From an optimization exercise on the open Yosys and OpenROAD flow, aimed at small area, a short achievable clock period and few clock cycles per item; shortcuts taken in it are not production practice. At most, simulation tests tie the RTL to the original design; equivalence was not proved. No functional check of the RTL was part of runs 4 and 5.

`design/flow/design.v`:
```
package eeg_pkg;
    localparam int OPERAND_W = 31;
    localparam int COEF_W    = 32;
endpackage
module eeg_ctrl (
    input  logic       i_clk,
    input  logic       i_rst_n,
    input  logic       i_req_valid,
    output logic       o_req_stall,
    output logic       o_rsp_valid,
    input  logic       i_rsp_stall,
    input  logic       i_b_zero,     
    input  logic       i_rem_zero,   
    input  logic       i_ge1,        
    input  logic       i_ge2,        
    output logic       o_load,       
    output logic       o_go_up,      
    output logic       o_lvl0,       
    output logic [3:0] o_ccmd        
);
    logic [4:0] r_lvl;
    logic       r_lvl0;
    logic       r_up;
    logic       r_busy;
    logic       r_done1;
    logic       r_done2;
    logic       w_take;
    logic [3:0] r_ccmd;
    assign o_load  = i_req_valid && !r_busy;
    assign o_go_up = r_busy && r_up && i_ge2;
    assign o_lvl0  = r_lvl0;
    assign o_ccmd  = r_ccmd;
    assign o_rsp_valid = r_done2;
    assign o_req_stall = r_busy;
    assign w_take      = r_done2 && !i_rsp_stall;
    always_ff @(posedge i_clk) begin
        if (o_load) begin
            r_lvl  <= 5'd0;
            r_lvl0 <= 1'b1;
            r_up   <= 1'b1;
        end else if (o_go_up) begin
            r_lvl  <= r_lvl + 5'd1;
            r_lvl0 <= 1'b0;
            r_up   <= 1'b1;
        end else if (!r_lvl0) begin
            r_lvl  <= r_lvl - 5'd1;
            r_lvl0 <= (r_lvl == 5'd1);
            r_up   <= 1'b0;
        end else begin
            r_up   <= 1'b1;
        end
    end
    always_ff @(posedge i_clk) begin
        r_ccmd[3] <= o_load || (r_lvl0 && r_up && !i_ge1);
        r_ccmd[2] <= o_go_up;
        r_ccmd[1] <= r_lvl0;
        r_ccmd[0] <= i_ge1;
    end
    always_ff @(posedge i_clk) begin
        if (!i_rst_n) begin
            r_busy  <= 1'b0;
            r_done1 <= 1'b0;
            r_done2 <= 1'b0;
        end else if (o_load) begin
            r_busy  <= 1'b1;
            r_done1 <= i_b_zero;
            r_done2 <= 1'b0;
        end else if (w_take) begin
            r_busy  <= 1'b0;
            r_done1 <= 1'b0;
            r_done2 <= 1'b0;
        end else begin
            r_done1 <= r_done1 || (r_busy && r_lvl0 && i_rem_zero);
            r_done2 <= r_done1;
        end
    end
endmodule
module eeg_dp (
    input  logic        i_clk,
    input  logic [30:0] i_a,
    input  logic [30:0] i_b,
    input  logic        i_load,
    input  logic        i_go_up,
    input  logic        i_lvl0,
    input  logic [3:0]  i_ccmd,
    output logic        o_b_zero,
    output logic        o_rem_zero,
    output logic        o_ge1,
    output logic        o_ge2,
    output logic [94:0] o_rsp
);
    logic [30:0] r_r0, r_sr;
    logic [31:0] r_x0, r_sx, r_y0, r_sy;
    logic [31:0] w_dr;
    logic [31:0] w_dx, w_dy;
    logic        w_ge1;
    assign w_dr  = {1'b0, r_r0} - {1'b0, r_sr};
    assign w_ge1 = !w_dr[31];
    assign o_ge1 = w_ge1;
    assign o_ge2 = !r_sr[30] && (r_r0 >= {r_sr[29:0], 1'b0});
    always_ff @(posedge i_clk) begin
        if (i_load) begin
            r_r0 <= i_a;
            r_sr <= i_b;
        end else if (i_go_up) begin
            r_sr <= {r_sr[29:0], 1'b0};
        end else if (i_lvl0) begin
            r_r0 <= r_sr;
            r_sr <= w_ge1 ? w_dr[30:0] : r_r0;
        end else begin
            if (w_ge1) r_r0 <= w_dr[30:0];
            r_sr <= {1'b0, r_sr[30:1]};
        end
    end
    logic w_c_init, w_c_up, w_c_lvl0, w_c_sub;
    assign {w_c_init, w_c_up, w_c_lvl0, w_c_sub} = i_ccmd;
    assign w_dx = r_x0 - r_sx;
    assign w_dy = r_y0 - r_sy;
    always_ff @(posedge i_clk) begin
        if (w_c_init) begin
            r_x0 <= 32'd1;
            r_sx <= 32'd0;
            r_y0 <= 32'd0;
            r_sy <= 32'd1;
        end else if (w_c_up) begin
            r_sx <= {r_sx[30:0], 1'b0};
            r_sy <= {r_sy[30:0], 1'b0};
        end else if (w_c_lvl0) begin
            r_x0 <= r_sx;
            r_sx <= w_c_sub ? w_dx : r_x0;
            r_y0 <= r_sy;
            r_sy <= w_c_sub ? w_dy : r_y0;
        end else begin
            if (w_c_sub) begin
                r_x0 <= w_dx;
                r_y0 <= w_dy;
            end
            r_sx <= {r_sx[31], r_sx[31:1]};
            r_sy <= {r_sy[31], r_sy[31:1]};
        end
    end
    assign o_b_zero   = (i_b == 31'd0);
    assign o_rem_zero = (r_r0 == r_sr) || (r_r0 == 31'd0);
    assign o_rsp      = {r_x0, r_y0, r_r0};
endmodule
module extended_euclid_gcd_unit (
    input  logic        i_clk,
    input  logic        i_rst_n,
    input  logic        i_req_valid,
    output logic        o_req_stall,
    input  logic [61:0] i_req,
    output logic        o_rsp_valid,
    input  logic        i_rsp_stall,
    output logic [94:0] o_rsp
);
    logic       w_load, w_go_up, w_lvl0;
    logic [3:0] w_ccmd;
    logic       w_b_zero, w_rem_zero, w_ge1, w_ge2;
    eeg_ctrl u_ctrl (
        .i_clk       (i_clk),
        .i_rst_n     (i_rst_n),
        .i_req_valid (i_req_valid),
        .o_req_stall (o_req_stall),
        .o_rsp_valid (o_rsp_valid),
        .i_rsp_stall (i_rsp_stall),
        .i_b_zero    (w_b_zero),
        .i_rem_zero  (w_rem_zero),
        .i_ge1       (w_ge1),
        .i_ge2       (w_ge2),
        .o_load      (w_load),
        .o_go_up     (w_go_up),
        .o_lvl0      (w_lvl0),
        .o_ccmd      (w_ccmd)
    );
    eeg_dp u_dp (
        .i_clk      (i_clk),
        .i_a        (i_req[61:31]),
        .i_b        (i_req[30:0]),
        .i_load     (w_load),
        .i_go_up    (w_go_up),
        .i_lvl0     (w_lvl0),
        .i_ccmd     (w_ccmd),
        .o_b_zero   (w_b_zero),
        .o_rem_zero (w_rem_zero),
        .o_ge1      (w_ge1),
        .o_ge2      (w_ge2),
        .o_rsp      (o_rsp)
    );
endmodule
```
`design/flow/run.sh`:
```
#!/bin/bash
# synth_recipe.tcl (not shown) runs the flow's synth.tcl, then flattens the netlist and writes it again
# the make line also repeats each setting of config.mk as NAME=value (left out here)
make -C /OpenROAD-flow-scripts/flow DESIGN_CONFIG=/design/flow/config.mk WORK_HOME=/design/flow/orfs CLKGATE_MAP_FILE= SYNTH_SCRIPT=/design/flow/synth_recipe.tcl finish
```
`design/flow/config.mk`:
```
export PLATFORM = sky130hd
export DESIGN_NAME = extended_euclid_gcd_unit
export DESIGN_NICKNAME = extended_euclid_gcd_unit
export VERILOG_FILES = /design/flow/design.v
export SDC_FILE = /design/flow/constraint.sdc
export NUM_CORES = 4
export LEC_CHECK = 0
export CAP_MARGIN = 20
export CORE_MARGIN = 2
export CORE_UTILIZATION = 40
export SETUP_SLACK_MARGIN = 4.5
export SLEW_MARGIN = 20
```
`design/flow/constraint.sdc`:
```
create_clock -name core_clock -period 8.0 [get_ports {i_clk}]
set_input_delay 1.6000 -clock core_clock [delete_from_list [all_inputs] [get_ports {i_clk}]]
set_output_delay 1.6000 -clock core_clock [all_outputs]
set_load 0.01 [all_outputs]
```
==> impl_metrics.prom, run 1 <==
# TYPE chip_impl_metric gauge
chip_impl_metric{name="routed_wirelength_normalized_by_instance_count",unit="um"} 18.4
chip_impl_metric{name="syn-mean-instance-area",unit="um^2"} 7.77
chip_impl_metric{name="cts_hold_buf",unit=""} 0
chip_impl_metric{name="share_of_the_yosys_chip_area_belonging_to_registers",unit="%"} 28.1
chip_impl_metric{name="postLayoutCellArea",unit="um^2"} 18900
chip_impl_metric{name="fillerInstances",unit=""} 3882
chip_impl_metric{name="drv_slew",unit=""} 0
chip_impl_metric{name="flops_latches_synth",unit=""} 204
chip_impl_info{name="critical_path.endpoint_type",value="flop"} 1
chip_impl_metric{name="nets",unit=""} 2324
chip_impl_metric{name="stdcell_count",unit=""} 2665
chip_impl_metric{name="timing.clock.skew",unit="ns"} 0.0143
chip_impl_info{name="cts-root-buf",value="sky130_fd_sc_hd__clkbuf_16"} 1
chip_impl_metric{name="clk-insertion-delay-late",unit="ns"} 0.55
chip_impl_metric{name="clock_path_buffers",unit=""} 3
chip_impl_metric{name="critical_path_buf_inv_count",unit=""} 1
chip_impl_metric{name="wire_length_of_the_first_global_routing_pass",unit="um"} 78500
chip_impl_metric{name="detailedPlace.worstSlack",unit="ns"} 3.80
chip_impl_metric{name="grt_start_max_net_pins",unit=""} 100
chip_impl_info{name="netlist.top_cell.by_area",value="sky130_fd_sc_hd__dfxtp_1"} 1
chip_impl_metric{name="core_area",unit="um^2"} 38600
chip_impl_metric{name="syn_to_final_growth",unit="%"} 21.2
chip_impl_metric{name="finalWorstPathRequiredPeriod",unit="ns"} 3.39
chip_impl_metric{name="grtUsageMet3",unit="%"} 3.71
chip_impl_metric{name="globalRouteOverflowTotal",unit=""} 0
chip_impl_metric{name="post_synth_inst_count",unit=""} 2011
chip_impl_metric{name="synth.lib_cells_used.distinct",unit=""} 87
chip_impl_metric{name="hpwl",unit="um"} 34100
chip_impl_metric{name="min_period_over_period",unit="%"} 42.3
chip_impl_info{name="cts_tree",value="yes"} 1
chip_impl_info{name="highest_utilization_routing_layer_at_the_global_route_stage",value="met2"} 1
chip_impl_metric{name="tritoncts.num_buffers",unit=""} 26
chip_impl_info{name="post_synth_main_area_contributors",value="sky130_fd_sc_hd__dfxtp_1, sky130_fd_sc_hd__ha_1, sky130_fd_sc_hd__a21oi_1"} 1
chip_impl_info{name="status",value="no timing/DRC/antenna violations"} 1
chip_impl_metric{name="netlist.area_leader.share",unit="%"} 22.2
chip_impl_metric{name="grt_util_met1",unit="%"} 31.2
chip_impl_metric{name="met2_usage",unit="%"} 37.8
chip_impl_metric{name="finalSetupTns",unit="ns"} 0
chip_impl_metric{name="worst-endpoint-arrival",unit="ns"} 3.67
chip_impl_metric{name="die_w",unit="um"} 202
chip_impl_info{name="worst_path_max_delay_cell",value="sky130_fd_sc_hd__edfxtp_1"} 1
chip_impl_info{name="path_delay_family",value="compound AO/OA/AOI/OAI gates"} 1
chip_impl_metric{name="htree_num_levels",unit=""} 1
chip_impl_metric{name="fp-row-count",unit=""} 72
chip_impl_metric{name="detail-route-antenna-nets",unit=""} 0
chip_impl_metric{name="first_global_vias",unit=""} 14800
chip_impl_metric{name="ff_latch_area",unit="um^2"} 4410
chip_impl_metric{name="finalSetupViolCount",unit=""} 0
chip_impl_metric{name="number_of_enable_type_register_cells_in_the_synthesized_netlist",unit=""} 31
chip_impl_metric{name="critPathMaxStageDelay",unit="ns"} 0.48
chip_impl_metric{name="fin_ws",unit="ns"} 4.61
chip_impl_metric{name="multiInputGateArea",unit="um^2"} 10400
chip_impl_info{name="grt_setup_unrepaired",value="true"} 1
chip_impl_metric{name="ys_async_sr_fraction",unit="%"} 0
chip_impl_metric{name="gp_congestion",unit=""} 0.909
chip_impl_metric{name="vert_die_dim",unit="um"} 202
chip_impl_metric{name="fmax",unit="GHz"} 0.295
chip_impl_info{name="timing.critical_path.cells",value="ha_1 > nor2b_1 > o21ai_1 > a21boi_2 > o31ai_4 > a21boi_2 > o21ai_2 > a211oi_4 > o21bai_4 > and2_4 > inv_16 > mux2i_1 > a21oi_1"} 1
chip_impl_metric{name="dp.cells",unit=""} 2593
chip_impl_metric{name="dr.first_iter.drc_count",unit=""} 1348
chip_impl_metric{name="routed_via_density",unit=""} 5.78
chip_impl_info{name="holdCritPathClass",value="reg2reg"} 1
chip_impl_metric{name="post_route_cells_drive_above_1_share",unit="%"} 7.45
chip_impl_metric{name="critPathMaxFanout",unit=""} 29
chip_impl_metric{name="timing.final.hold_violations",unit=""} 0
chip_impl_metric{name="grt_usage",unit="%"} 23.3
chip_impl_metric{name="max_slew_margin",unit="%"} 28.9
chip_impl_metric{name="initial_antenna_violation_count",unit=""} 0
chip_impl_metric{name="design.portCount",unit=""} 163
chip_impl_info{name="flip_flop_cell_with_the_highest_count_after_synthesis",value="sky130_fd_sc_hd__dfxtp_1"} 1
chip_impl_metric{name="post-route-drc-count",unit=""} 0
chip_impl_info{name="crit_path_start_kind",value="flop"} 1
chip_impl_metric{name="drt_pass1_iterations",unit=""} 7
chip_impl_metric{name="postPlaceCellArea",unit="um^2"} 17600
chip_impl_metric{name="via_count",unit=""} 15400
chip_impl_metric{name="clock_sinks",unit=""} 204
chip_impl_metric{name="syn_area",unit="um^2"} 15600
chip_impl_metric{name="synth.yosys.warnings",unit=""} 2
chip_impl_metric{name="n_antenna_cell",unit=""} 0
chip_impl_metric{name="initial_core_util",unit="%"} 40.5
chip_impl_metric{name="design.die.area",unit="um^2"} 40600
chip_impl_metric{name="cap_viol_max_count",unit=""} 0
chip_impl_info{name="worst-setup-path-type",value="reg2reg"} 1
chip_impl_info{name="critical_path.most_common_cell",value="sky130_fd_sc_hd__a21boi_2"} 1
chip_impl_metric{name="clkSlewWorstSetupHoldPaths",unit="ns"} 0.06
chip_impl_metric{name="drt_wl_total",unit="um"} 48900
chip_impl_metric{name="io_buffers",unit=""} 162
chip_impl_metric{name="synth_fp_nets",unit=""} 2206
chip_impl_metric{name="max_slew.worst_pin.slew",unit="ns"} 1.06
chip_impl_metric{name="crit_required",unit="ns"} 8.29
==> layout make-up <==
| type | count | area share [%] |
|---|---|---|
| Multi-Input combinational cell | 1559 | 55.1 |
| Sequential cell | 204 | 23.3 |
| Timing Repair Buffer | 204 | 10.5 |
| Clock buffer | 36 | 4.07 |
| Tap cell | 518 | 3.42 |
| Inverter | 134 | 2.74 |
| Clock inverter | 10 | 0.793 |
==> cells by family after synthesis <==
kind of cell / synth area share [%]
flip-flops: 28.1
buffers and inverters: 6.32
AND/OR/NAND/NOR: 17.1
multiplexers: 5.54
XOR/XNOR: 3.76
AO/OA/AOI/OAI: 28.6
adder cells (fa/ha/maj): 10.5
==> tightest hold or removal path: cells and delay by family, from the launching register on <==
family / cells / cell delay, ns
AOI/OAI and AO/OA: 1 / 0.05
and+or+nand+nor: 1 / 0.06
DFF: 1 / 0.30
==> state kept, by name, summed over array words and instances (netlist names) <==
| register | flops |
|---|---|
| u_dp.r_sx | 32 |
| u_dp.r_sy | 32 |
| u_dp.r_x0 | 32 |
| u_dp.r_y0 | 32 |
| u_dp.r_r0 | 31 |
| u_dp.r_sr | 31 |
| u_ctrl.r_lvl | 5 |
| u_ctrl.r_ccmd | 4 |
| u_ctrl.r_busy | 1 |
| u_ctrl.r_done1 | 1 |
| u_ctrl.r_done2 | 1 |
| u_ctrl.r_lvl0 | 1 |
| u_ctrl.r_up | 1 |
==> per-stage QoR <==
stage | hold slack [ns] | utilization [%]
final | 0.461 | 49.1
after global routing | 0.489 | 49.1
after CTS | 0.465 | 48.1
after detailed placement | 0.458 | 45.6
after global placement | 0.452 | 45.6
after floorplan | 0.371 | -
==> repair_timing <==
action,4_1_cts,5_1_grt
gates resized for setup,7,53
endpoints found under the hold margin,0,0
buffers inserted,2,23
setup endpoints to repair,64,89
gates cloned,0,1
pin swaps,2,11
==> metal layers <==
layer,routed length (um),vias up
met4,1670,0
met3,3090,98
met5,0,-
met2,21800,466
met1,22300,7252
li1,-,7601
==> synthesized netlist by cell type (48+ instances only) <==
cell,count
sky130_fd_sc_hd__dfxtp_1,173
sky130_fd_sc_hd__a21oi_1,220
sky130_fd_sc_hd__inv_1,130
sky130_fd_sc_hd__ha_1,126
sky130_fd_sc_hd__a21o_1,62
sky130_fd_sc_hd__nand2_1,143
sky130_fd_sc_hd__nor2_1,221
sky130_fd_sc_hd__xnor2_1,50
sky130_fd_sc_hd__clkbuf_1,97
sky130_fd_sc_hd__mux2i_1,82
sky130_fd_sc_hd__nand3_1,59
sky130_fd_sc_hd__a211oi_1,48
sky130_fd_sc_hd__o21ai_0,145
==> cells in the final DEF (no fill, tap or decap), types with 8 or more instances in the layout <==
master / Yosys / final
sky130_fd_sc_hd__xor2_1: 17 / 17
sky130_fd_sc_hd__edfxtp_1: 31 / 31
sky130_fd_sc_hd__o21bai_1: 8 / 8
sky130_fd_sc_hd__ha_1: 126 / 121
sky130_fd_sc_hd__a21oi_1: 220 / 217
sky130_fd_sc_hd__inv_1: 130 / 129
sky130_fd_sc_hd__or3_1: 9 / 9
sky130_fd_sc_hd__a22oi_1: 8 / 8
sky130_fd_sc_hd__o22ai_1: 9 / 9
sky130_fd_sc_hd__nand2b_1: 19 / 18
sky130_fd_sc_hd__o211ai_1: 11 / 11
sky130_fd_sc_hd__a211oi_1: 48 / 48
sky130_fd_sc_hd__o21ai_1: 13 / 17
sky130_fd_sc_hd__xnor2_1: 50 / 50
sky130_fd_sc_hd__a211o_1: 11 / 11
sky130_fd_sc_hd__a21o_1: 62 / 62
sky130_fd_sc_hd__a31oi_1: 25 / 24
sky130_fd_sc_hd__nor2b_1: 24 / 22
sky130_fd_sc_hd__nand4_1: 15 / 15
sky130_fd_sc_hd__o21a_1: 12 / 12
sky130_fd_sc_hd__buf_4: 0 / 36
sky130_fd_sc_hd__a222oi_1: 29 / 29
sky130_fd_sc_hd__nor4_1: 21 / 19
sky130_fd_sc_hd__clkbuf_16: 0 / 28
sky130_fd_sc_hd__nand3_1: 59 / 58
sky130_fd_sc_hd__dfxtp_1: 173 / 166
sky130_fd_sc_hd__nand2_1: 143 / 143
sky130_fd_sc_hd__mux2i_1: 82 / 78
sky130_fd_sc_hd__nor3_1: 36 / 36
sky130_fd_sc_hd__o21ai_0: 145 / 141
sky130_fd_sc_hd__clkdlybuf4s50_1: 0 / 162
sky130_fd_sc_hd__nor2_1: 221 / 218
==> worst paths after layout <==
kind,start,endpoint,slack [ns],cells after the start
max reg2reg,u_dp.r_r0[1],u_dp.r_r0[13],4.61,13
max,u_dp.r_r0[1],u_dp.r_r0[13],4.61,13
min,u_dp.r_sy[21],u_dp.r_sy[22],0.46,2
min reg2reg,u_dp.r_sy[21],u_dp.r_sy[22],0.46,2
Testbench counts, summed over its fixed seeds: cycles 69,827, items 1,200.
==> run 2, diff against run 1 <==
--- a/design/flow/config.mk
+++ b/design/flow/config.mk
@@ -10,3 +10,3 @@
 export CORE_UTILIZATION = 40
-export SETUP_SLACK_MARGIN = 4.5
+export SETUP_SLACK_MARGIN = 5
 export SLEW_MARGIN = 20
==> run 2 against run 1 <==
Maximum frequency rose by 3.6%. Critical path type unchanged. Routed wire length rose by 14%. Clock skew rose by 0.0040 ns.
==> impl_metrics.prom, run 2 <==
# TYPE chip_impl_metric gauge
chip_impl_info{name="status",value="no timing/DRC/antenna violations"} 1
chip_impl_metric{name="drt_wl_total",unit="um"} 55700
chip_impl_metric{name="min_period_over_period",unit="%"} 40.9
chip_impl_metric{name="dr.first_iter.drc_count",unit=""} 1321
chip_impl_metric{name="post_route_cells_drive_above_1_share",unit="%"} 24.4
chip_impl_metric{name="globalRouteOverflowTotal",unit=""} 0
chip_impl_metric{name="synth.lib_cells_used.distinct",unit=""} 87
chip_impl_metric{name="n_antenna_cell",unit=""} 0
chip_impl_info{name="cts_tree",value="yes"} 1
chip_impl_metric{name="fmax",unit="GHz"} 0.306
chip_impl_metric{name="core_area",unit="um^2"} 38600
chip_impl_metric{name="syn-mean-instance-area",unit="um^2"} 7.77
chip_impl_metric{name="fin_ws",unit="ns"} 4.73
chip_impl_info{name="layout.cells.most_common",value="sky130_fd_sc_hd__nor2_1"} 1
chip_impl_metric{name="clock_path_buffers",unit=""} 3
chip_impl_metric{name="finalWorstPathRequiredPeriod",unit="ns"} 3.27
chip_impl_info{name="crit_path_start_kind",value="flop"} 1
chip_impl_metric{name="grt_usage",unit="%"} 25.4
chip_impl_metric{name="via_count",unit=""} 16500
chip_impl_metric{name="finalSetupTns",unit="ns"} 0
chip_impl_metric{name="design.die.area",unit="um^2"} 40600
chip_impl_metric{name="hpwl",unit="um"} 35000
chip_impl_info{name="flip_flop_cell_with_the_highest_count_after_synthesis",value="sky130_fd_sc_hd__dfxtp_1"} 1
chip_impl_metric{name="stdcell_count",unit=""} 2804
chip_impl_metric{name="critPathMaxFanout",unit=""} 14
chip_impl_info{name="critical_path.endpoint_type",value="flop"} 1
chip_impl_metric{name="detailedPlace.worstSlack",unit="ns"} 3.96
chip_impl_info{name="cts-root-buf",value="sky130_fd_sc_hd__clkbuf_16"} 1
chip_impl_metric{name="timing.final.hold_violations",unit=""} 0
chip_impl_metric{name="routed_wirelength_normalized_by_instance_count",unit="um"} 19.9
chip_impl_metric{name="clkSlewWorstSetupHoldPaths",unit="ns"} 0.06
chip_impl_metric{name="syn_to_final_growth",unit="%"} 38.1
chip_impl_metric{name="die_w",unit="um"} 202
chip_impl_metric{name="timing.clock.skew",unit="ns"} 0.0182
chip_impl_metric{name="grt_start_max_net_pins",unit=""} 94
chip_impl_info{name="leading_cell_types_in_the_layout_fill_and_taps_excluded",value="sky130_fd_sc_hd__nor2_1, sky130_fd_sc_hd__a21oi_1, sky130_fd_sc_hd__nand2_1, sky130_fd_sc_hd__buf_4, sky130_fd_sc_hd__inv_1"} 1
chip_impl_metric{name="ys_async_sr_fraction",unit="%"} 0
chip_impl_metric{name="io_buffers",unit=""} 162
chip_impl_metric{name="post_synth_inst_count",unit=""} 2011
chip_impl_metric{name="first_global_vias",unit=""} 15600
chip_impl_metric{name="wire_length_of_the_first_global_routing_pass",unit="um"} 84200
chip_impl_info{name="yosys.cell_count.top_type",value="sky130_fd_sc_hd__nor2_1"} 1
chip_impl_metric{name="synth.yosys.warnings",unit=""} 2
chip_impl_info{name="worst-setup-path-type",value="reg2reg"} 1
chip_impl_info{name="netlist.top_cell.by_area",value="sky130_fd_sc_hd__dfxtp_1"} 1
chip_impl_info{name="holdCritPathClass",value="reg2reg"} 1
chip_impl_metric{name="worst-endpoint-arrival",unit="ns"} 3.57
chip_impl_metric{name="fillerInstances",unit=""} 3558
chip_impl_info{name="grt_setup_unrepaired",value="true"} 1
chip_impl_metric{name="postPlaceCellArea",unit="um^2"} 17600
chip_impl_metric{name="max_slew.worst_pin.slew",unit="ns"} 1.03
chip_impl_metric{name="design.portCount",unit=""} 163
chip_impl_metric{name="crit_required",unit="ns"} 8.31
chip_impl_metric{name="drv_slew",unit=""} 0
chip_impl_metric{name="initial_core_util",unit="%"} 40.5
chip_impl_metric{name="htree_num_levels",unit=""} 1
chip_impl_info{name="post_synth_main_area_contributors",value="sky130_fd_sc_hd__dfxtp_1, sky130_fd_sc_hd__ha_1, sky130_fd_sc_hd__a21oi_1"} 1
chip_impl_metric{name="fp-row-count",unit=""} 72
chip_impl_metric{name="number_of_enable_type_register_cells_in_the_synthesized_netlist",unit=""} 31
chip_impl_metric{name="synth_fp_nets",unit=""} 2206
chip_impl_metric{name="post-route-drc-count",unit=""} 0
chip_impl_metric{name="clk-insertion-delay-late",unit="ns"} 0.56
chip_impl_metric{name="dp.cells",unit=""} 2590
chip_impl_metric{name="drt_pass1_iterations",unit=""} 7
chip_impl_metric{name="postLayoutCellArea",unit="um^2"} 21600
chip_impl_metric{name="initial_antenna_violation_count",unit=""} 0
chip_impl_metric{name="netlist.area_leader.share",unit="%"} 22.2
chip_impl_metric{name="routed_via_density",unit=""} 5.87
chip_impl_metric{name="cap_viol_max_count",unit=""} 0
chip_impl_metric{name="gp_congestion",unit=""} 0.927
chip_impl_metric{name="detail-route-antenna-nets",unit=""} 0
chip_impl_metric{name="vert_die_dim",unit="um"} 202
chip_impl_metric{name="nets",unit=""} 2462
chip_impl_metric{name="max_slew_margin",unit="%"} 31.1
chip_impl_metric{name="flops_latches_synth",unit=""} 204
chip_impl_metric{name="tritoncts.num_buffers",unit=""} 27
chip_impl_metric{name="clock_sinks",unit=""} 204
chip_impl_metric{name="syn_area",unit="um^2"} 15600
chip_impl_info{name="synth_commonest_cells",value="sky130_fd_sc_hd__nor2_1, sky130_fd_sc_hd__a21oi_1, sky130_fd_sc_hd__dfxtp_1"} 1
chip_impl_metric{name="share_of_the_yosys_chip_area_belonging_to_registers",unit="%"} 28.1
chip_impl_metric{name="finalSetupViolCount",unit=""} 0
[run 2: critical path, cell delays in order, from the launching register on]
cell and delay [ns]:
sky130_fd_sc_hd__edfxtp_1 0.44, sky130_fd_sc_hd__ha_1 0.32, sky130_fd_sc_hd__nor2b_1 0.23, sky130_fd_sc_hd__o21ai_2 0.11, sky130_fd_sc_hd__a21boi_2 0.25, sky130_fd_sc_hd__o31ai_4 0.12, sky130_fd_sc_hd__a21boi_4 0.19, sky130_fd_sc_hd__o21ai_2 0.09
sky130_fd_sc_hd__a211oi_4 0.32, sky130_fd_sc_hd__o21bai_4 0.11, sky130_fd_sc_hd__and2_4 0.24, sky130_fd_sc_hd__inv_8 0.19, sky130_fd_sc_hd__mux2i_2 0.28, sky130_fd_sc_hd__a21oi_1 0.10
[run 2: cell families (layout without fill, tap and decap cells)]
group	after synthesis	in the layout	share of synthesized area [%]
compound gates	692	692	28.6
xor+xnor	67	67	3.76
fa+ha+maj	129	129	10.5
buf+inv	248	519	6.32
flops	204	204	28.1
mux	86	86	5.54
simple gates	585	589	17.1
[run 2: path summary, 6_finish.rpt]
check | slack (ns) | cells past startpoint | startpoint | endpoint
hold / removal | 0.47 | 2 | u_dp.r_sy[21] | u_dp.r_sy[22]
hold reg to reg | 0.47 | 2 | u_dp.r_sy[21] | u_dp.r_sy[22]
setup / recovery | 4.73 | 13 | u_dp.r_r0[1] | u_dp.r_r0[5]
setup reg to reg | 4.73 | 13 | u_dp.r_r0[1] | u_dp.r_r0[5]
[run 2: final cells by class]
type / count / area [um^2] / area share [%]
inverter: 134 / 528 / 2.45
multi-input combinational: 1563 / 11900 / 55.4
clock inverter: 17 / 168 / 0.778
timing repair inverter: 3 / 30.0 / 0.139
timing repair buffer: 334 / 3000 / 13.9
sequential: 204 / 4500 / 20.9
clock buffer: 31 / 753 / 3.49
tap: 518 / 648 / 3.01
[run 2: stage by stage]
stage / utilization, % / hold WS [ns]
final: 55.9 / 0.465
after global routing: 55.9 / 0.513
after CTS: 51.3 / 0.465
after detailed placement: 45.6 / 0.453
after global placement: 45.6 / 0.455
after floorplan: - / 0.382
[run 2: timing repair]
action                                 4_1_cts  5_1_grt
gates resized for setup                    291      261
pin swaps                                   40       98
buffers inserted                            81       76
cloned                                       7        2
hold buffers                                 0        0
endpoints found under the hold margin        0        0
setup endpoints to repair                  244      163
[run 2: metal layers]
layer	global-route usage, %	part of all wire (%)
met1	32.7	42
met2	41.8	46
met3	5.05	7.4
met4	9.74	4.1
met5	0	0
==> run 3, diff against run 2 <==
--- a/design/flow/design.v
+++ b/design/flow/design.v
@@ -3,2 +3,29 @@
     localparam int COEF_W    = 32;
+    function automatic logic [31:0] sub_bk(input logic [31:0] a, input logic [31:0] b);
+        logic [31:0] g, p, c, t;
+        logic [31:0] gg, pp;
+        int s, i;
+        t  = ~b;
+        g  = a & t;
+        p  = a ^ t;
+        gg = g;
+        pp = p;
+        for (s = 1; s < 32; s = s * 2) begin
+            for (i = 2 * s - 1; i < 32; i = i + 2 * s) begin
+                gg[i] = gg[i] | (pp[i] & gg[i - s]);
+                pp[i] = pp[i] & pp[i - s];
+            end
+        end
+        for (s = 8; s >= 1; s = s / 2) begin
+            for (i = 3 * s - 1; i < 32; i = i + 2 * s) begin
+                gg[i] = gg[i] | (pp[i] & gg[i - s]);
+                pp[i] = pp[i] & pp[i - s];
+            end
+        end
+        c[0] = 1'b1;
+        for (i = 1; i < 32; i = i + 1) begin
+            c[i] = gg[i - 1] | pp[i - 1];
+        end
+        sub_bk = p ^ c;
+    endfunction
 endpackage
@@ -116,4 +143,4 @@
     assign {w_c_init, w_c_up, w_c_lvl0, w_c_sub} = i_ccmd;
-    assign w_dx = r_x0 - r_sx;
-    assign w_dy = r_y0 - r_sy;
+    assign w_dx = eeg_pkg::sub_bk(r_x0, r_sx);
+    assign w_dy = eeg_pkg::sub_bk(r_y0, r_sy);
     always_ff @(posedge i_clk) begin
--- a/design/flow/config.mk
+++ b/design/flow/config.mk
@@ -10,3 +10,3 @@
 export CORE_UTILIZATION = 40
-export SETUP_SLACK_MARGIN = 5
+export SETUP_SLACK_MARGIN = 4.5
 export SLEW_MARGIN = 20
==> run 3 against run 2 <==
Final cell count fell by 12%. Count of clock-buffer cells in the layout rose by 2. Maximum frequency fell by 5.0%. Non-clock buffer count fell by 140. Final area fell by 16%. Sequential share of layout area rose by 3.4 points. Hold slack improved by 0.023 ns. Global-route usage fell by 1.7 points. Routed wire length fell by 15%. First-iteration DRC count fell by 6.8%.
==> impl_metrics.prom, run 3 <==
# TYPE chip_impl_metric gauge
chip_impl_metric{name="drv_slew",unit=""} 0
chip_impl_metric{name="utilization",unit="%"} 49.5
chip_impl_metric{name="wire_length_of_the_first_global_routing_pass",unit="um"} 74500
chip_impl_metric{name="clkSlewWorstSetupHoldPaths",unit="ns"} 0.06
chip_impl_metric{name="fillerInstances",unit=""} 3507
chip_impl_info{name="cts-root-buf",value="sky130_fd_sc_hd__clkbuf_16"} 1
chip_impl_metric{name="grt_usage",unit="%"} 23.7
chip_impl_metric{name="synth.lib_cells_used.distinct",unit=""} 78
chip_impl_metric{name="clk-insertion-delay-late",unit="ns"} 0.55
chip_impl_metric{name="routed_wirelength_normalized_by_instance_count",unit="um"} 19.1
chip_impl_metric{name="fin_ws",unit="ns"} 4.56
chip_impl_metric{name="routed_via_density",unit=""} 5.89
chip_impl_metric{name="detailedPlace.worstSlack",unit="ns"} 3.85
chip_impl_metric{name="dr.first_iter.drc_count",unit=""} 1231
chip_impl_info{name="flip_flop_cell_with_the_highest_count_after_synthesis",value="sky130_fd_sc_hd__dfxtp_1"} 1
chip_impl_metric{name="first_global_vias",unit=""} 13700
chip_impl_info{name="status",value="no timing/DRC/antenna violations"} 1
chip_impl_metric{name="die_w",unit="um"} 197
chip_impl_metric{name="synth.yosys.warnings",unit=""} 2
chip_impl_info{name="cts_tree",value="yes"} 1
chip_impl_metric{name="drt_pass1_iterations",unit=""} 8
chip_impl_metric{name="flops_latches_synth",unit=""} 204
chip_impl_info{name="yosys.cell_count.top_type",value="sky130_fd_sc_hd__a21oi_1"} 1
chip_impl_metric{name="stdcell_count",unit=""} 2467
chip_impl_metric{name="initial_core_util",unit="%"} 40.7
chip_impl_metric{name="clock_path_buffers",unit=""} 3
chip_impl_metric{name="initial_antenna_violation_count",unit=""} 2
chip_impl_info{name="netlist.top_cell.by_area",value="sky130_fd_sc_hd__dfxtp_1"} 1
chip_impl_metric{name="post_route_cells_drive_above_1_share",unit="%"} 7.26
chip_impl_metric{name="via_count",unit=""} 14500
chip_impl_metric{name="grt_start_max_net_pins",unit=""} 88
chip_impl_metric{name="postPlaceCellArea",unit="um^2"} 16800
chip_impl_metric{name="critPathMaxStageDelay",unit="ns"} 0.42
chip_impl_metric{name="hpwl",unit="um"} 32600
chip_impl_metric{name="post_synth_inst_count",unit=""} 1861
chip_impl_info{name="critical_path.most_common_cell",value="sky130_fd_sc_hd__a31oi_4"} 1
chip_impl_metric{name="finalSetupViolCount",unit=""} 0
chip_impl_metric{name="postLayoutCellArea",unit="um^2"} 18200
chip_impl_metric{name="crit_required",unit="ns"} 8.30
chip_impl_metric{name="critical_path_buf_inv_count",unit=""} 1
chip_impl_info{name="path_delay_family",value="compound AO/OA/AOI/OAI gates"} 1
chip_impl_metric{name="share_of_the_yosys_chip_area_belonging_to_registers",unit="%"} 29.4
chip_impl_metric{name="syn_area",unit="um^2"} 14900
chip_impl_metric{name="min_period_over_period",unit="%"} 43.0
chip_impl_info{name="worst_path_max_delay_cell",value="sky130_fd_sc_hd__edfxtp_1"} 1
chip_impl_metric{name="critPathMaxFanout",unit=""} 26
chip_impl_metric{name="tritoncts.num_buffers",unit=""} 26
chip_impl_metric{name="vert_die_dim",unit="um"} 197
chip_impl_info{name="holdCritPathClass",value="reg2reg"} 1
chip_impl_metric{name="gp_congestion",unit=""} 0.926
chip_impl_metric{name="clock_sinks",unit=""} 204
chip_impl_metric{name="post-route-drc-count",unit=""} 0
chip_impl_metric{name="design.die.area",unit="um^2"} 38900
chip_impl_info{name="leading_cell_types_in_the_layout_fill_and_taps_excluded",value="sky130_fd_sc_hd__a21oi_1, sky130_fd_sc_hd__dfxtp_1, sky130_fd_sc_hd__nor2_1, sky130_fd_sc_hd__clkdlybuf4s50_1, sky130_fd_sc_hd__nand2_1"} 1
chip_impl_metric{name="fp-row-count",unit=""} 70
chip_impl_metric{name="max_slew.worst_pin.slew",unit="ns"} 0.958
chip_impl_metric{name="final.hold.worst_slack",unit="ns"} 0.488
chip_impl_metric{name="syn-mean-instance-area",unit="um^2"} 8.03
chip_impl_metric{name="detail-route-antenna-nets",unit=""} 0
chip_impl_info{name="crit_path_start_kind",value="flop"} 1
chip_impl_metric{name="timing.final.hold_violations",unit=""} 0
chip_impl_metric{name="max_slew_margin",unit="%"} 35.9
chip_impl_metric{name="synth_fp_nets",unit=""} 2056
chip_impl_metric{name="netlist.area_leader.share",unit="%"} 23.2
chip_impl_metric{name="drt_wl_total",unit="um"} 47100
chip_impl_info{name="layout.cells.most_common",value="sky130_fd_sc_hd__a21oi_1"} 1
chip_impl_metric{name="dp.cells",unit=""} 2399
chip_impl_metric{name="finalSetupTns",unit="ns"} 0
chip_impl_metric{name="htree_num_levels",unit=""} 1
chip_impl_metric{name="finalWorstPathRequiredPeriod",unit="ns"} 3.44
chip_impl_metric{name="ys_async_sr_fraction",unit="%"} 0
chip_impl_metric{name="core_area",unit="um^2"} 36700
chip_impl_metric{name="globalRouteOverflowTotal",unit=""} 0
chip_impl_info{name="timing.critical_path.cells",value="ha_2 > a211oi_2 > nor2_2 > or3_4 > a31oi_4 > a31oi_4 > o211ai_4 > and2_4 > inv_16 > mux2i_2 > mux2i_1 > mux2_2"} 1
chip_impl_metric{name="worst-endpoint-arrival",unit="ns"} 3.74
chip_impl_info{name="post_synth_main_area_contributors",value="sky130_fd_sc_hd__dfxtp_1, sky130_fd_sc_hd__ha_1, sky130_fd_sc_hd__edfxtp_1"} 1
chip_impl_metric{name="syn_to_final_growth",unit="%"} 21.5
chip_impl_metric{name="timing.clock.skew",unit="ns"} 0.0142
chip_impl_info{name="critical_path.endpoint_type",value="flop"} 1
chip_impl_info{name="grt_setup_unrepaired",value="true"} 1
chip_impl_info{name="synth_commonest_cells",value="sky130_fd_sc_hd__a21oi_1, sky130_fd_sc_hd__dfxtp_1, sky130_fd_sc_hd__nor2_1"} 1
chip_impl_metric{name="fmax",unit="GHz"} 0.291
chip_impl_metric{name="nets",unit=""} 2174
chip_impl_metric{name="cap_viol_max_count",unit=""} 0
chip_impl_info{name="worst-setup-path-type",value="reg2reg"} 1
chip_impl_metric{name="design.portCount",unit=""} 163
chip_impl_metric{name="number_of_enable_type_register_cells_in_the_synthesized_netlist",unit=""} 31
chip_impl_metric{name="io_buffers",unit=""} 162
## run 3: cell count changes after synthesis, moves of 11 or more
cell	change
sky130_fd_sc_hd__nor3_1	-12
sky130_fd_sc_hd__xor2_1	+13
sky130_fd_sc_hd__a21oi_1	-44
sky130_fd_sc_hd__a31oi_1	-12
sky130_fd_sc_hd__nand3_1	-16
sky130_fd_sc_hd__o221ai_1	+14
sky130_fd_sc_hd__nor2_1	-52
sky130_fd_sc_hd__o21ai_1	-11
sky130_fd_sc_hd__clkbuf_1	-17
sky130_fd_sc_hd__a22o_1	+11
sky130_fd_sc_hd__a21o_1	-14
## run 3: cells by family after synthesis
family	Yosys count	synth area share (%)
compound gates	618	27.2
simple gates	507	15.7
buf+inv	235	6.15
flops	204	29.4
fa+ha+maj	129	10.9
mux	96	6.51
xor+xnor	72	4.22
## run 3: final cells by class
class	instances	area, um^2	area share (%)
diodes	1	2.50	0.0138
repair buffers	194	1870	10.3
inverters	129	505	2.78
multi-input cells	1424	9850	54.3
clock buffers	33	729	4.02
flip-flops and latches	204	4410	24.3
well taps	468	586	3.23
clock inverters	14	200	1.10
## run 3: timing repair
action / in CTS / in global routing
endpoints found under the setup margin: 61 / 73
resized for setup: 18 / 36
buffers inserted: 11 / 7
pin swaps: 2 / 7
hold buffers: 0 / 0
cloned: 1 / 1
## run 3: final timing paths
path	start	endpoint	slack, ns	depth (start not counted)
setup / recovery	u_dp.r_r0[7]	u_dp.r_r0[24]	4.56	12
hold / removal	u_dp.r_sx[16]	u_dp.r_sx[17]	0.49	2
setup reg to reg	u_dp.r_r0[7]	u_dp.r_r0[24]	4.56	12
hold reg to reg	u_dp.r_sx[16]	u_dp.r_sx[17]	0.49	2
## run 3: worst reg2reg max path: stages, from the launching register on
cell and delay, ns:
sky130_fd_sc_hd__edfxtp_1 0.42, sky130_fd_sc_hd__ha_2 0.35, sky130_fd_sc_hd__a211oi_2 0.27, sky130_fd_sc_hd__nor2_2 0.12
sky130_fd_sc_hd__or3_4 0.36, sky130_fd_sc_hd__a31oi_4 0.21, sky130_fd_sc_hd__a31oi_4 0.14, sky130_fd_sc_hd__o211ai_4 0.27
sky130_fd_sc_hd__and2_4 0.27, sky130_fd_sc_hd__inv_16 0.10, sky130_fd_sc_hd__mux2i_2 0.24, sky130_fd_sc_hd__mux2i_1 0.16
sky130_fd_sc_hd__mux2_2 0.28
## run 3: layer usage
layer / wire length, um / GRT usage (%) / up-vias
met2: 20800 / 37.4 / 458
li1: - / - / 7100
met5: 0 / 0 / -
met3: 3230 / 4.03 / 75
met1: 21700 / 32.7 / 6904
met4: 1390 / 8.10 / 0
Testbench counts of run 3, summed over its fixed seeds: cycles 69,827, items 1,200.
==> run 4, diff against run 3 <==
--- a/design/flow/design.v
+++ b/design/flow/design.v
@@ -38,4 +38,3 @@
     input  logic       i_rsp_stall,
-    input  logic       i_b_zero,     
-    input  logic       i_rem_zero,   
+    input  logic       i_r1_zero,    
     input  logic       i_ge1,        
@@ -51,4 +50,3 @@
     logic       r_busy;
-    logic       r_done1;
-    logic       r_done2;
+    logic       r_done;
     logic       w_take;
@@ -59,5 +57,5 @@
     assign o_ccmd  = r_ccmd;
-    assign o_rsp_valid = r_done2;
+    assign o_rsp_valid = r_done;
     assign o_req_stall = r_busy;
-    assign w_take      = r_done2 && !i_rsp_stall;
+    assign w_take      = r_done && !i_rsp_stall;
     always_ff @(posedge i_clk) begin
@@ -87,16 +85,11 @@
         if (!i_rst_n) begin
-            r_busy  <= 1'b0;
-            r_done1 <= 1'b0;
-            r_done2 <= 1'b0;
-        end else if (o_load) begin
-            r_busy  <= 1'b1;
-            r_done1 <= i_b_zero;
-            r_done2 <= 1'b0;
-        end else if (w_take) begin
-            r_busy  <= 1'b0;
-            r_done1 <= 1'b0;
-            r_done2 <= 1'b0;
-        end else begin
-            r_done1 <= r_done1 || (r_busy && r_lvl0 && i_rem_zero);
-            r_done2 <= r_done1;
+            r_busy <= 1'b0;
+            r_done <= 1'b0;
+        end else begin
+            if (o_load) begin
+                r_busy <= 1'b1;
+            end else if (w_take) begin
+                r_busy <= 1'b0;
+            end
+            r_done <= r_busy && !w_take && i_r1_zero;
         end
@@ -112,4 +105,3 @@
     input  logic [3:0]  i_ccmd,
-    output logic        o_b_zero,
-    output logic        o_rem_zero,
+    output logic        o_r1_zero,
     output logic        o_ge1,
@@ -168,4 +160,3 @@
     end
-    assign o_b_zero   = (i_b == 31'd0);
-    assign o_rem_zero = (r_r0 == r_sr) || (r_r0 == 31'd0);
+    assign o_r1_zero  = (r_sr == 31'd0);
     assign o_rsp      = {r_x0, r_y0, r_r0};
@@ -184,3 +175,3 @@
     logic [3:0] w_ccmd;
-    logic       w_b_zero, w_rem_zero, w_ge1, w_ge2;
+    logic       w_r1_zero, w_ge1, w_ge2;
     eeg_ctrl u_ctrl (
@@ -192,4 +183,3 @@
         .i_rsp_stall (i_rsp_stall),
-        .i_b_zero    (w_b_zero),
-        .i_rem_zero  (w_rem_zero),
+        .i_r1_zero   (w_r1_zero),
         .i_ge1       (w_ge1),
@@ -209,4 +199,3 @@
         .i_ccmd     (w_ccmd),
-        .o_b_zero   (w_b_zero),
-        .o_rem_zero (w_rem_zero),
+        .o_r1_zero  (w_r1_zero),
         .o_ge1      (w_ge1),
==> run 4 against run 3 <==
Critical path type unchanged. Largest cell class unchanged. Routed wire length fell by 0.43%. Hold slack got worse by 0.024 ns. Critical endpoint is now u_dp.r_sr[11].
==> impl_metrics.prom, run 4 <==
# TYPE chip_impl_metric gauge
chip_impl_metric{name="globalRouteOverflowTotal",unit=""} 0
chip_impl_metric{name="grt_usage",unit="%"} 23.4
chip_impl_metric{name="flops_latches_synth",unit=""} 203
chip_impl_metric{name="finalSetupTns",unit="ns"} 0
chip_impl_metric{name="utilization",unit="%"} 49.0
chip_impl_metric{name="postLayoutCellArea",unit="um^2"} 17900
chip_impl_metric{name="post-route-drc-count",unit=""} 0
chip_impl_info{name="worst_path_max_delay_cell",value="sky130_fd_sc_hd__dfxtp_1"} 1
chip_impl_metric{name="critPathMaxFanout",unit=""} 29
chip_impl_metric{name="finalSetupViolCount",unit=""} 0
chip_impl_metric{name="drt_pass1_iterations",unit=""} 6
chip_impl_metric{name="clk-insertion-delay-late",unit="ns"} 0.56
chip_impl_info{name="post_synth_main_area_contributors",value="sky130_fd_sc_hd__dfxtp_1, sky130_fd_sc_hd__ha_1, sky130_fd_sc_hd__edfxtp_1"} 1
chip_impl_metric{name="die_w",unit="um"} 196
chip_impl_metric{name="dr.first_iter.drc_count",unit=""} 1210
chip_impl_metric{name="number_of_enable_type_register_cells_in_the_synthesized_netlist",unit=""} 31
chip_impl_metric{name="first_global_vias",unit=""} 13500
chip_impl_metric{name="design.portCount",unit=""} 163
chip_impl_metric{name="fillerInstances",unit=""} 3538
chip_impl_metric{name="fmax",unit="GHz"} 0.287
chip_impl_metric{name="synth.yosys.warnings",unit=""} 2
chip_impl_metric{name="finalWorstPathRequiredPeriod",unit="ns"} 3.48
chip_impl_info{name="yosys.cell_count.top_type",value="sky130_fd_sc_hd__a21oi_1"} 1
chip_impl_info{name="crit_path_start_kind",value="flop"} 1
chip_impl_metric{name="hpwl",unit="um"} 31900
chip_impl_metric{name="io_buffers",unit=""} 162
chip_impl_metric{name="worst-endpoint-arrival",unit="ns"} 3.89
chip_impl_metric{name="final.hold.worst_slack",unit="ns"} 0.465
chip_impl_metric{name="vert_die_dim",unit="um"} 196
chip_impl_metric{name="htree_num_levels",unit=""} 1
chip_impl_metric{name="fp-row-count",unit=""} 70
chip_impl_metric{name="post_route_cells_drive_above_1_share",unit="%"} 6.64
chip_impl_metric{name="synth_fp_nets",unit=""} 2022
chip_impl_metric{name="ff_latch_area",unit="um^2"} 4390
chip_impl_metric{name="gp_congestion",unit=""} 0.886
chip_impl_metric{name="cap_viol_max_count",unit=""} 0
chip_impl_metric{name="routed_via_density",unit=""} 5.86
chip_impl_metric{name="max_slew.worst_pin.slew",unit="ns"} 0.890
chip_impl_info{name="worst-setup-path-type",value="reg2reg"} 1
chip_impl_info{name="layout.cells.most_common",value="sky130_fd_sc_hd__a21oi_1"} 1
chip_impl_metric{name="syn-mean-instance-area",unit="um^2"} 8.10
chip_impl_metric{name="detail-route-antenna-nets",unit=""} 0
chip_impl_metric{name="max_slew_margin",unit="%"} 40.7
chip_impl_metric{name="multiInputGateArea",unit="um^2"} 9600
chip_impl_metric{name="nets",unit=""} 2132
chip_impl_info{name="status",value="no timing/DRC/antenna violations"} 1
chip_impl_metric{name="routed_wirelength_normalized_by_instance_count",unit="um"} 19.3
chip_impl_metric{name="clock_sinks",unit=""} 203
chip_impl_metric{name="crit_required",unit="ns"} 8.41
chip_impl_info{name="cts_tree",value="yes"} 1
chip_impl_metric{name="syn_area",unit="um^2"} 14800
chip_impl_metric{name="core_area",unit="um^2"} 36500
chip_impl_metric{name="tritoncts.num_buffers",unit=""} 27
chip_impl_info{name="synth_commonest_cells",value="sky130_fd_sc_hd__a21oi_1, sky130_fd_sc_hd__dfxtp_1, sky130_fd_sc_hd__nor2_1"} 1
chip_impl_metric{name="grt_start_max_net_pins",unit=""} 85
chip_impl_metric{name="critPathMaxStageDelay",unit="ns"} 0.45
chip_impl_metric{name="via_count",unit=""} 14200
chip_impl_metric{name="n_antenna_cell",unit=""} 0
chip_impl_metric{name="wire_length_of_the_first_global_routing_pass",unit="um"} 73100
chip_impl_metric{name="ys_async_sr_fraction",unit="%"} 0
chip_impl_metric{name="postPlaceCellArea",unit="um^2"} 16700
chip_impl_metric{name="design.die.area",unit="um^2"} 38500
chip_impl_info{name="flip_flop_cell_with_the_highest_count_after_synthesis",value="sky130_fd_sc_hd__dfxtp_1"} 1
chip_impl_metric{name="timing.final.hold_violations",unit=""} 0
chip_impl_metric{name="min_period_over_period",unit="%"} 43.6
chip_impl_metric{name="synth.lib_cells_used.distinct",unit=""} 82
chip_impl_info{name="grt_setup_unrepaired",value="true"} 1
chip_impl_metric{name="drt_wl_total",unit="um"} 46900
chip_impl_info{name="leading_cell_types_in_the_layout_fill_and_taps_excluded",value="sky130_fd_sc_hd__a21oi_1, sky130_fd_sc_hd__dfxtp_1, sky130_fd_sc_hd__clkdlybuf4s50_1, sky130_fd_sc_hd__nor2_1, sky130_fd_sc_hd__nand2_1"} 1
chip_impl_metric{name="drv_slew",unit=""} 0
chip_impl_metric{name="clock_path_buffers",unit=""} 3
chip_impl_metric{name="netlist.area_leader.share",unit="%"} 23.3
chip_impl_metric{name="initial_core_util",unit="%"} 40.5
chip_impl_metric{name="initial_antenna_violation_count",unit=""} 0
chip_impl_metric{name="share_of_the_yosys_chip_area_belonging_to_registers",unit="%"} 29.6
chip_impl_info{name="critical_path.endpoint_type",value="flop"} 1
chip_impl_info{name="timing.critical_path.cells",value="inv_1 > ha_1 > nand4_1 > o221ai_1 > a21o_1 > a21oi_1 > nor4_1 > or3_4 > buf_12 > nor3_2 > clkbuf_8 > a222oi_1 > o21ai_0"} 1
chip_impl_metric{name="clkSlewWorstSetupHoldPaths",unit="ns"} 0.06
chip_impl_info{name="cts-root-buf",value="sky130_fd_sc_hd__clkbuf_16"} 1
chip_impl_metric{name="post_synth_inst_count",unit=""} 1827
chip_impl_info{name="holdCritPathClass",value="reg2reg"} 1
chip_impl_metric{name="syn_to_final_growth",unit="%"} 21.0
chip_impl_info{name="netlist.top_cell.by_area",value="sky130_fd_sc_hd__dfxtp_1"} 1
chip_impl_metric{name="timing.clock.skew",unit="ns"} 0.0136
run 4: per-layer routing:
metal	vias up	GRT usage, %	share of wire [%]
li1	6926	-	-
met1	6749	31.5	45
met2	454	38.1	46
met3	83	3.68	6.2
met4	0	7.88	3.1
met5	-	0	0
run 4: path summary, 6_finish.rpt:
kind,start,end,slack (ns),cells past startpoint
max,u_dp.r_sr[2],u_dp.r_sr[11],4.52,13
min,u_ctrl.r_lvl[4],u_ctrl.r_lvl[4],0.46,2
max reg2reg,u_dp.r_sr[2],u_dp.r_sr[11],4.52,13
min reg2reg,u_ctrl.r_lvl[4],u_ctrl.r_lvl[4],0.46,2
run 4: critical path: cells and delay by family, from the launching register on:
| family | cells | cell delay (ns) |
|---|---|---|
| buffers and inverters | 3 | 0.59 |
| AO/OA/AOI/OAI | 5 | 1.04 |
| flip-flops | 1 | 0.45 |
| adder cells (fa/ha/maj) | 1 | 0.31 |
| AND/OR/NAND/NOR | 4 | 0.95 |
run 4: through the flow:
stage	setup WS, ns	cells
finish	4.52	2426
detailed placement	3.75	2367
floorplan	4.56	1827
global placement	3.85	2367
global route	4.39	2426
CTS	4.51	2422
run 4: logic make-up after synthesis:
family          after synthesis  share of synthesized area, %
flops                       203                          29.6
compound gates              629                          28.3
simple gates                457                          13.9
mux                          97                          6.71
xor+xnor                     71                          4.20
buf+inv                     241                          6.33
fa+ha+maj                   129                          11.0
run 4: what timing repair did:
item | CTS | global route
pin swaps | 2 | 4
gates cloned | 2 | 1
resized for setup | 10 | 24
endpoints found under the setup margin | 88 | 107
buffers inserted | 3 | 3
hold buffers | 0 | 0
run 4: layout make-up:
type                    count  share of cell area [%]
clock buffers              43                    5.04
clock inverters             7                   0.371
inverters                 137                    2.93
multi-input cells        1384                    53.7
flip-flops and latches    203                    24.5
well taps                 468                    3.27
repair buffers            183                    10.1
repair inverters            1                  0.0350
==> run 5, diff against run 4 <==
--- a/design/flow/config.mk
+++ b/design/flow/config.mk
@@ -9,3 +9,4 @@
 export CORE_MARGIN = 2
-export CORE_UTILIZATION = 40
+export CORE_UTILIZATION = 65
+export PLACE_DENSITY = 0.75
 export SETUP_SLACK_MARGIN = 4.5
==> run 5 against run 4 <==
Routed wire length shrank 6.5%. Maximum frequency rose by 1.2%. Flip-flop and latch count unchanged. Area after synthesis stayed put. Still clean. Global-route usage rose by 12 points. Register-to-register slack improved by 0.04 ns. Non-clock buffer count down 1. Critical endpoint is now u_dp.r_r0[22]. Worst setup slack improved by 0.042 ns.
==> impl_metrics.prom, run 5 <==
# TYPE chip_impl_metric gauge
chip_impl_metric{name="drv_slew",unit=""} 0
chip_impl_metric{name="synth.yosys.warnings",unit=""} 2
chip_impl_metric{name="timing.clock.skew",unit="ns"} 0.0143
chip_impl_metric{name="nets",unit=""} 2129
chip_impl_info{name="cts_tree",value="yes"} 1
chip_impl_metric{name="crit_required",unit="ns"} 8.28
chip_impl_metric{name="critPathMaxFanout",unit=""} 15
chip_impl_metric{name="via_count",unit=""} 14700
chip_impl_metric{name="tritoncts.num_buffers",unit=""} 25
chip_impl_metric{name="postPlaceCellArea",unit="um^2"} 16500
chip_impl_metric{name="initial_antenna_violation_count",unit=""} 0
chip_impl_metric{name="number_of_enable_type_register_cells_in_the_synthesized_netlist",unit=""} 31
chip_impl_metric{name="drt_wl_total",unit="um"} 43900
chip_impl_metric{name="postLayoutCellArea",unit="um^2"} 17600
chip_impl_metric{name="hpwl",unit="um"} 29800
chip_impl_metric{name="synth.lib_cells_used.distinct",unit=""} 82
chip_impl_info{name="yosys.cell_count.top_type",value="sky130_fd_sc_hd__a21oi_1"} 1
chip_impl_metric{name="finalSetupViolCount",unit=""} 0
chip_impl_metric{name="fmax",unit="GHz"} 0.290
chip_impl_metric{name="ys_async_sr_fraction",unit="%"} 0
chip_impl_metric{name="gp_congestion",unit=""} 0.948
chip_impl_metric{name="design.die.area",unit="um^2"} 24000
chip_impl_metric{name="syn_to_final_growth",unit="%"} 19.0
chip_impl_metric{name="clock_sinks",unit=""} 203
chip_impl_metric{name="routed_wirelength_normalized_by_instance_count",unit="um"} 19.6
chip_impl_metric{name="dr.first_iter.drc_count",unit=""} 1667
chip_impl_metric{name="netlist.area_leader.share",unit="%"} 23.3
chip_impl_metric{name="post_route_cells_drive_above_1_share",unit="%"} 6.66
chip_impl_metric{name="syn_area",unit="um^2"} 14800
chip_impl_metric{name="timing.final.hold_violations",unit=""} 0
chip_impl_metric{name="vert_die_dim",unit="um"} 155
chip_impl_metric{name="share_of_the_yosys_chip_area_belonging_to_registers",unit="%"} 29.6
chip_impl_metric{name="worst-endpoint-arrival",unit="ns"} 3.72
chip_impl_metric{name="post-route-drc-count",unit=""} 0
chip_impl_info{name="worst_path_max_delay_cell",value="sky130_fd_sc_hd__edfxtp_1"} 1
chip_impl_metric{name="finalSetupTns",unit="ns"} 0
chip_impl_metric{name="final.hold.worst_slack",unit="ns"} 0.463
chip_impl_info{name="critical_path.endpoint_type",value="flop"} 1
chip_impl_metric{name="critPathMaxStageDelay",unit="ns"} 0.45
chip_impl_metric{name="die_w",unit="um"} 155
chip_impl_info{name="flip_flop_cell_with_the_highest_count_after_synthesis",value="sky130_fd_sc_hd__dfxtp_1"} 1
chip_impl_metric{name="core_area",unit="um^2"} 22500
chip_impl_metric{name="post_synth_inst_count",unit=""} 1827
chip_impl_metric{name="cts_hold_buf",unit=""} 0
chip_impl_metric{name="grt_start_max_net_pins",unit=""} 104
chip_impl_metric{name="grt_usage",unit="%"} 35.6
chip_impl_metric{name="clk-insertion-delay-late",unit="ns"} 0.53
chip_impl_info{name="netlist.top_cell.by_area",value="sky130_fd_sc_hd__dfxtp_1"} 1
chip_impl_metric{name="htree_num_levels",unit=""} 1
chip_impl_metric{name="fp-row-count",unit=""} 55
chip_impl_metric{name="clock_path_buffers",unit=""} 3
chip_impl_info{name="status",value="no timing/DRC/antenna violations"} 1
chip_impl_metric{name="routed_via_density",unit=""} 6.55
chip_impl_metric{name="first_global_vias",unit=""} 14300
chip_impl_metric{name="design.portCount",unit=""} 163
chip_impl_info{name="path_delay_family",value="compound AO/OA/AOI/OAI gates"} 1
chip_impl_metric{name="n_antenna_cell",unit=""} 0
chip_impl_info{name="holdCritPathClass",value="reg2reg"} 1
chip_impl_metric{name="drt_pass1_iterations",unit=""} 7
chip_impl_metric{name="globalRouteOverflowTotal",unit=""} 0
chip_impl_metric{name="detail-route-antenna-nets",unit=""} 0
chip_impl_metric{name="io_buffers",unit=""} 162
chip_impl_info{name="grt_setup_unrepaired",value="true"} 1
chip_impl_metric{name="max_slew.worst_pin.slew",unit="ns"} 1.08
chip_impl_metric{name="wire_length_of_the_first_global_routing_pass",unit="um"} 70700
chip_impl_info{name="post_synth_main_area_contributors",value="sky130_fd_sc_hd__dfxtp_1, sky130_fd_sc_hd__ha_1, sky130_fd_sc_hd__edfxtp_1"} 1
chip_impl_metric{name="syn-mean-instance-area",unit="um^2"} 8.10
==> run 5: cell counts after synthesis <==
No cell type changed its count.
==> run 5: cell type report <==
class                           count  area [um^2]
Fill cell                        1650         4900
Inverter                          137          533
Multi-Input combinational cell   1384         9620
Timing Repair inverter              1         8.76
Tap cell                          285          357
Timing Repair Buffer              182         1780
Clock buffer                       34          752
Sequential cell                   203         4390
Clock inverter                     11          173
==> run 5: timing repair <==
| action | in CTS | in global routing |
|---|---|---|
| setup endpoints to repair | 93 | 84 |
| cloned | 1 | 1 |
| buffers inserted | 3 | 3 |
| pin swaps | 3 | 3 |
| gates resized for setup | 11 | 22 |
==> run 5: path summary, 6_finish.rpt <==
kind         slack [ns]              end  depth (start not counted)            start
max                4.56    u_dp.r_r0[22]                         12     u_dp.r_r0[8]
min                0.46  u_ctrl.r_lvl[4]                          2  u_ctrl.r_lvl[4]
max reg2reg        4.56    u_dp.r_r0[22]                         12     u_dp.r_r0[8]
min reg2reg        0.46  u_ctrl.r_lvl[4]                          2  u_ctrl.r_lvl[4]
==> run 5: worst register-to-register path: cells and delay by family, from the launching register on <==
family / cells / cell delay (ns)
AOI/OAI and AO/OA: 6 / 1.28
adders and majority gates: 1 / 0.36
buffers and inverters: 1 / 0.17
DFF: 1 / 0.45
muxes: 3 / 0.70
and+or+nand+nor: 1 / 0.23
==> run 5: per-layer routing <==
layer | track usage (%) | wire length, um | vias up
met5 | 0 | 0 | -
met4 | 17.3 | 2060 | 0
met3 | 5.91 | 3460 | 147
met2 | 63.2 | 21300 | 702
met1 | 41.8 | 17100 | 6899
li1 | - | - | 6903
==> run 5: cells by family after synthesis <==
family	share of synthesized area, %
simple gates	13.9
mux	6.71
flops	29.6
fa+ha+maj	11.0
xor+xnor	4.20
compound gates	28.3
buf+inv	6.33
==> run 5: stage by stage <==
stage / utilization (%) / worst slack [ns] / std cells
floorplan: - / 4.56 / 1827
global placement: 73.3 / 3.91 / 2184
detailed placement: 73.3 / 3.72 / 2184
CTS: 77.7 / 4.47 / 2233
global route: 78.2 / 4.50 / 2237
finish: 78.2 / 4.56 / 2237

what the ideal ports hide:
Ports are ideal in the flow. The routed layouts listed here were re-timed in OpenROAD.
Step 1 sets driving cells, clkbuf_16 on the clock port and buf_2 on the other inputs (assumed; they add their load-dependent delay and slew).
Step 2 also shifts input and output timing later by t, the mid clock arrival at the registers, as if the neighbouring blocks saw the same clock.
Slacks: ideal ports / drivers / drivers and shift; pairs: ideal ports / drivers.
run	t (ns)	slack for setup (ns)	latest minus earliest clock arrival (ns)
run 1	0.597	4.613 / 4.613 / 4.456	0.017 / 0.017
run 2	0.605	4.732 / 4.713 / 4.362	0.019 / 0.019
run 3	0.602	4.559 / 4.559 / 4.200	0.014 / 0.014
run 4	0.603	4.516 / 4.516 / 4.071	0.014 / 0.014
run 5	0.569	4.558 / 4.558 / 4.212	0.017 / 0.018
After both steps setup and hold are still met in every run listed. For run 4, which loses most, drivers alone change the setup slack by 0.000 ns; drivers and shift together by -0.445 ns.
